This is an optimization exercise on Yosys and OpenROAD, whose aim is small area, not a production implementation. In this exercise RTL edits were held to simulation tests only and were not proved equivalent to the original. The clock port is modelled as an ideal driver; clocking choices that lean on that would not hold on a real chip.

==> inputs of v14 <==
## guided_stats_top
module guided_stats_top
(
	input  logic        clk,
	input  logic        rst_n,
	input  logic        in_valid,
	input  logic [7:0]  pix_i,
	input  logic [7:0]  pix_p,
	input  logic [7:0]  old_i,
	input  logic [7:0]  old_p,
	output logic        out_valid,
	output logic [11:0] sum_i,
	output logic [11:0] sum_p,
	output logic [41:0] var_num,
	output logic [41:0] cov_num
);
	logic [3:0] row, col;
	logic last_col, full_win;
	assign last_col = (col == 4'd11);
	assign full_win = (row >= 4'd2) && (col >= 4'd2);
	always_ff @(posedge clk or negedge rst_n) begin
		if (!rst_n) begin
			row <= '0;
			col <= '0;
			out_valid <= 1'b0;
		end else begin
			if (in_valid) begin
				col <= last_col ? 4'd0 : col + 4'd1;
				if (last_col)
					row <= (row == 4'd9) ? 4'd0 : row + 4'd1;
			end
			out_valid <= in_valid && full_win;
		end
	end
	logic [7:0] lb_i [24];
	logic [7:0] lb_p [24];
	always_ff @(posedge clk) begin
		if (in_valid) begin
			lb_i[0] <= pix_i;
			lb_p[0] <= pix_p;
			for (int k = 1; k < 24; k++) begin
				lb_i[k] <= lb_i[k-1];
				lb_p[k] <= lb_p[k-1];
			end
		end
	end
	logic [7:0] i0, i1, i2, p0, p1, p2;
	assign i0 = pix_i;
	assign i1 = lb_i[11];
	assign i2 = lb_i[23];
	assign p0 = pix_p;
	assign p1 = lb_p[11];
	assign p2 = lb_p[23];
	logic [9:0] vs_i, vs_p, h1_i, h2_i, h1_p, h2_p;
	logic [17:0] vs_ii, vs_ip, h1_ii, h2_ii, h1_ip, h2_ip;
	logic [11:0] wn_i, wn_p, w_i, w_p;
	logic [19:0] wn_ii, wn_ip, w_ii, w_ip;
	logic [20:0] var_s;
	logic [21:0] cov_s;
	logic s_1;
	logic c_2;
	logic s_3;
	logic c_4;
	logic s_5;
	logic c_6;
	logic s_7;
	logic c_8;
	logic s_9;
	logic c_10;
	logic s_11;
	logic c_12;
	logic s_13;
	logic c_14;
	logic s_15;
	logic c_16;
	logic s_17;
	logic c_18;
	logic s_19;
	logic c_20;
	logic s_21;
	logic c_22;
	logic s_23;
  ...
==> flow/config.mk <==
export PLATFORM = sky130hd
export DESIGN_NAME = guided_stats_top
export DESIGN_NICKNAME = guided_stats_top
export VERILOG_FILES = /design/flow/design.v
export SDC_FILE = /design/flow/constraint.sdc
export NUM_CORES = 4
export LEC_CHECK = 0
export CAP_MARGIN = 20
export CORE_MARGIN = 2
export CORE_UTILIZATION = 65
export SLEW_MARGIN = 20
==> flow/constraint.sdc <==
create_clock -name core_clock -period 10.0 [get_ports {clk}]
set_input_delay 2.0000 -clock core_clock [delete_from_list [all_inputs] [get_ports {clk}]]
set_output_delay 2.0000 -clock core_clock [all_outputs]
set_load 0.01 [all_outputs]
standard.sh (not shown) runs the stock make flow with config.mk's settings and CLKGATE_MAP_FILE= SYNTH_SCRIPT=/design/flow/synth_recipe.tcl, a recipe that flattens the netlist after the stock synthesis.
==> flow/flow/run.sh <==
#!/bin/bash
# Own layout flow: the standard flow (standard.sh) with these changes:
#  - synthesis runs Yosys's synth without its early ABC pass (-noabc), so the explicit
#    full-adder trees of the RTL reach extract_fa as written;
#  - flow/polarity.py then re-picks the polarity of full adders and 2-input gates in the
#    synthesized netlist to drop inverters (registers and ports untouched);
#  - the ports are buffered with buf_1 cells, and the buffers synthesis added are removed
#    before placement (the resizer adds back those it needs);
#  - the clock tree uses larger sink clusters (fewer clock buffers) and no dummy loads.
set -euo pipefail
work=$(pwd)
res="$work/orfs/results/${FLOW_PLATFORM:-sky130hd}/guided_stats_top/base"
sed 's/yosys synth -nofsm -noshare/yosys synth -nofsm -noshare -noabc/' synth_recipe.tcl > "$work/flow_synth.tcl"
grep -q -- '-noabc' "$work/flow_synth.tcl"
bash standard.sh SYNTH_SCRIPT="$work/flow_synth.tcl" synth > "$work/synth.log" 2>&1
cp "$res/1_2_yosys.v" "$work/yosys_netlist.v"
python3 "$work/flow/polarity.py" "$work/yosys_netlist.v" "$res/1_2_yosys.v" > "$work/polarity.log" 2>&1
rm -f "$res/1_synth.odb"
bash standard.sh BUFFER_PORTS_ARGS="-buffer_cell sky130_fd_sc_hd__buf_1" REMOVE_ABC_BUFFERS=1 \
  CTS_ARGS="-sink_clustering_enable -repair_clock_nets -sink_clustering_size 16 -sink_clustering_max_diameter 80 -buf_list sky130_fd_sc_hd__clkbuf_8 -dont_use_dummy_load" > "$work/layout.log" 2>&1
Other scripts of this flow, unchanged in this note and not shown: flow/flow/polarity.py
==> v23: changes against v14 <==
--- a/flow/flow/run.sh
+++ b/flow/flow/run.sh
@@ -18,3 +18,3 @@
 rm -f "$res/1_synth.odb"
 bash standard.sh BUFFER_PORTS_ARGS="-buffer_cell sky130_fd_sc_hd__buf_1" REMOVE_ABC_BUFFERS=1 \
-  CTS_ARGS="-sink_clustering_enable -repair_clock_nets -sink_clustering_size 16 -sink_clustering_max_diameter 80 -buf_list sky130_fd_sc_hd__clkbuf_8 -dont_use_dummy_load" > "$work/layout.log" 2>&1
+  CTS_ARGS="-sink_clustering_enable -repair_clock_nets -sink_clustering_size 30 -sink_clustering_max_diameter 100 -buf_list sky130_fd_sc_hd__clkbuf_16 -dont_use_dummy_load" > "$work/layout.log" 2>&1
Settings changed: CORE_UTILIZATION 65 to 40.
==> summary of the runs <==
v14 went through all stages and came out clean. v23 completed without violations.
Routed wire length: v23 is larger than v14 (about 7%).
Between v23 and v14, the lower cell count is in v14 (gap 13%, measured against v14).
In first-iteration DRC count, v14 and v23 hardly differ.
In register-to-register slack, v23 and v14 hardly differ.
Critical path depth: v23 is lower than v14 (1).

---

==> branch maple <==
guided_stats_top again, from the RTL that the note above started with.
export LEC_CHECK = 0
export CAP_MARGIN = 20
export CORE_MARGIN = 2
export CORE_UTILIZATION = 40
export SLEW_MARGIN = 20
create_clock -name core_clock -period 10.0 [get_ports {clk}]
==> flow/flow/run.sh <==
#!/bin/bash
# Own layout flow: the standard flow (standard.sh) with these changes:
#  - synthesis runs Yosys's synth without its early ABC pass (-noabc), so the explicit
#    full-adder trees of the RTL reach extract_fa as written;
#  - flow/polarity.py then re-picks the polarity of full adders and 2-input gates in the
#    synthesized netlist to drop inverters (registers and ports untouched);
#  - the ports are buffered with buf_1 cells, and the buffers synthesis added are removed
#    before placement (the resizer adds back those it needs);
#  - the clock tree uses larger sink clusters (fewer clock buffers) and no dummy loads.
set -euo pipefail
work=$(pwd)
res="$work/orfs/results/${FLOW_PLATFORM:-sky130hd}/guided_stats_top/base"
sed 's/yosys synth -nofsm -noshare/yosys synth -nofsm -noshare -noabc/' synth_recipe.tcl > "$work/flow_synth.tcl"
grep -q -- '-noabc' "$work/flow_synth.tcl"
bash standard.sh SYNTH_SCRIPT="$work/flow_synth.tcl" synth > "$work/synth.log" 2>&1
cp "$res/1_2_yosys.v" "$work/yosys_netlist.v"
python3 "$work/flow/polarity.py" "$work/yosys_netlist.v" "$res/1_2_yosys.v" > "$work/polarity.log" 2>&1
rm -f "$res/1_synth.odb"
bash standard.sh BUFFER_PORTS_ARGS="-buffer_cell sky130_fd_sc_hd__buf_1" REMOVE_ABC_BUFFERS=1 \
  CTS_ARGS="-sink_clustering_enable -repair_clock_nets -sink_clustering_size 30 -sink_clustering_max_diameter 100 -buf_list sky130_fd_sc_hd__clkbuf_16 -dont_use_dummy_load" > "$work/layout.log" 2>&1
Other scripts of this flow, unchanged in this note and not shown: flow/flow/polarity.py
==> branch willow (differences from branch maple) <==
--- a/flow/flow/run.sh
+++ b/flow/flow/run.sh
@@ -18,3 +18,3 @@
 rm -f "$res/1_synth.odb"
 bash standard.sh BUFFER_PORTS_ARGS="-buffer_cell sky130_fd_sc_hd__buf_1" REMOVE_ABC_BUFFERS=1 \
-  CTS_ARGS="-sink_clustering_enable -repair_clock_nets -sink_clustering_size 30 -sink_clustering_max_diameter 100 -buf_list sky130_fd_sc_hd__clkbuf_16 -dont_use_dummy_load" > "$work/layout.log" 2>&1
+  CTS_ARGS="-sink_clustering_enable -repair_clock_nets -sink_clustering_size 36 -sink_clustering_max_diameter 120 -buf_list sky130_fd_sc_hd__clkbuf_16 -dont_use_dummy_load" > "$work/layout.log" 2>&1
==> qor summary <==
quantity                                                                  branch maple  branch willow
Outcome                                                       timing/DRC/antenna clean  timing/DRC/antenna clean
Clock Latency Late Sink                                                         580 ps         570 ps
Setup slack after layout                                                        518 ps         501 ps
Post-DR wirelength/cell                                                        20.1 um        20.1 um
All-layer global routing usage                                                   16.4%          16.4%
Nets                                                                              3059           3054
Global Route met1 Usage                                                          23.0%          22.7%
Share of post-route cells with drive strength above 1                            4.44%          4.24%
Slew headroom                                                                    37.9%          37.3%
GR Layer Usage met3                                                              2.65%          2.83%
DRT met1 WL                                                                    30.7 mm        30.1 mm
Number of violations reported at the end of detailed-routing iteration 0          1132           1116
Met3 routed WL                                                                 3.94 mm        4.20 mm
Register clock-pin slew on the reported worst setup and hold paths              100 ps         120 ps
Hold path startpoint                                                       lb_p[22][1]     lb_i[0][0]
Count of filler cells inserted in the layout                                      7654           7671

---

==> cedar: inputs <==
Starting RTL as in the previous note.
==> flow/config.mk <==
export PLATFORM = sky130hd
export DESIGN_NAME = guided_stats_top
export DESIGN_NICKNAME = guided_stats_top
export VERILOG_FILES = /design/flow/design.v
export SDC_FILE = /design/flow/constraint.sdc
export NUM_CORES = 4
export LEC_CHECK = 0
export CAP_MARGIN = 20
export CORE_MARGIN = 2
export CORE_UTILIZATION = 65
export SLEW_MARGIN = 20
==> flow/constraint.sdc <==
create_clock -name core_clock -period 10.0 [get_ports {clk}]
set_input_delay 2.0000 -clock core_clock [delete_from_list [all_inputs] [get_ports {clk}]]
set_output_delay 2.0000 -clock core_clock [all_outputs]
set_load 0.01 [all_outputs]
==> flow/flow/run.sh <==
#!/bin/bash
# Own layout flow: the standard flow (standard.sh) with these changes:
#  - synthesis runs Yosys's synth without its early ABC pass (-noabc), so the explicit
#    full-adder trees of the RTL reach extract_fa as written;
#  - flow/polarity.py then re-picks the polarity of full adders and 2-input gates in the
#    synthesized netlist to drop inverters (registers and ports untouched);
#  - the ports are buffered with buf_1 cells, and the buffers synthesis added are removed
#    before placement (the resizer adds back those it needs);
#  - the clock tree uses larger sink clusters (fewer clock buffers) and no dummy loads.
set -euo pipefail
work=$(pwd)
res="$work/orfs/results/${FLOW_PLATFORM:-sky130hd}/guided_stats_top/base"
sed 's/yosys synth -nofsm -noshare/yosys synth -nofsm -noshare -noabc/' synth_recipe.tcl > "$work/flow_synth.tcl"
grep -q -- '-noabc' "$work/flow_synth.tcl"
bash standard.sh SYNTH_SCRIPT="$work/flow_synth.tcl" synth > "$work/synth.log" 2>&1
cp "$res/1_2_yosys.v" "$work/yosys_netlist.v"
python3 "$work/flow/polarity.py" "$work/yosys_netlist.v" "$res/1_2_yosys.v" > "$work/polarity.log" 2>&1
rm -f "$res/1_synth.odb"
bash standard.sh BUFFER_PORTS_ARGS="-buffer_cell sky130_fd_sc_hd__buf_1" REMOVE_ABC_BUFFERS=1 \
  CTS_ARGS="-sink_clustering_enable -repair_clock_nets -sink_clustering_size 30 -sink_clustering_max_diameter 100 -buf_list sky130_fd_sc_hd__clkbuf_16 -dont_use_dummy_load" > "$work/layout.log" 2>&1
Other scripts of this flow, unchanged in this note and not shown: flow/flow/polarity.py
==> yarrow: changes against cedar <==
PLACE_DENSITY = 0.8   (was default)
==> impl_metrics.yaml <==
status:
  outcome: "complete, no violations"
grt:
  grt_pass1_vias: 19100
place:
  gp_congestion: 0.894
layout:
  regArea_um2: 16300
cts:
  clkTransAtPathRegs_ns: 0.12
(the above is from yarrow)
==> impl_metrics.yaml <==
place:
  place_ws_ns: 0.137
  gp_congestion: 0.908
  dpl_cell_area_um2: 35000
grt:
  grt_pass1_vias: 18700
layout:
  regArea_um2: 16300
cts:
  clkTransAtPathRegs_ns: 0.10
timing:
  hold_violations: 0
status:
  outcome: "complete, no violations"
(the above is from cedar)

[what the ideal ports hide]
The flow's constraints put no driver on any port. The routed layouts listed below were extracted and timed again, unchanged, in two steps.
Step 1, drivers: a clkbuf_16 drives clk and a buf_2 each remaining input, both assumed.
Step 2, shift: input delay + t, output delay - t, t = (earliest + latest rising clock arrival at the registers) / 2. This alone moves slack from input paths to output paths.
a / b / c = ideal ports / drivers / drivers and shift; a / b = the first two.
| run | t, ns | setup WS [ns] | worst setup path at the end | clock arrival spread, ns | worst data-port slew with drivers (ns) |
|---|---|---|---|---|---|
| v14 | 0.641 | 0.352 / 0.296 / 0.197 | input to register | 0.132 / 0.131 | 0.05 |
| v23 | 0.635 | 0.365 / 0.304 / -0.024 | input to register | 0.089 / 0.089 | 0.09 |
| branch maple | 0.614 | 0.518 / 0.467 / -0.093 | input to register | 0.067 / 0.068 | 0.05 |
| branch willow | 0.617 | 0.501 / 0.475 / -0.113 | input to register | 0.040 / 0.039 | 0.05 |
| cedar | 0.619 | 0.351 / 0.292 / 0.190 | input to register | 0.076 / 0.077 | 0.05 |
| yarrow | 0.609 | 0.287 / 0.233 / 0.118 | input to register | 0.078 / 0.078 | 0.09 |
Met with ideal ports but missed after step 2: setup timing in v23, branch maple and branch willow. The setup slack of branch willow, which loses most, moves by -0.026 ns with the drivers and by -0.614 ns with both steps.
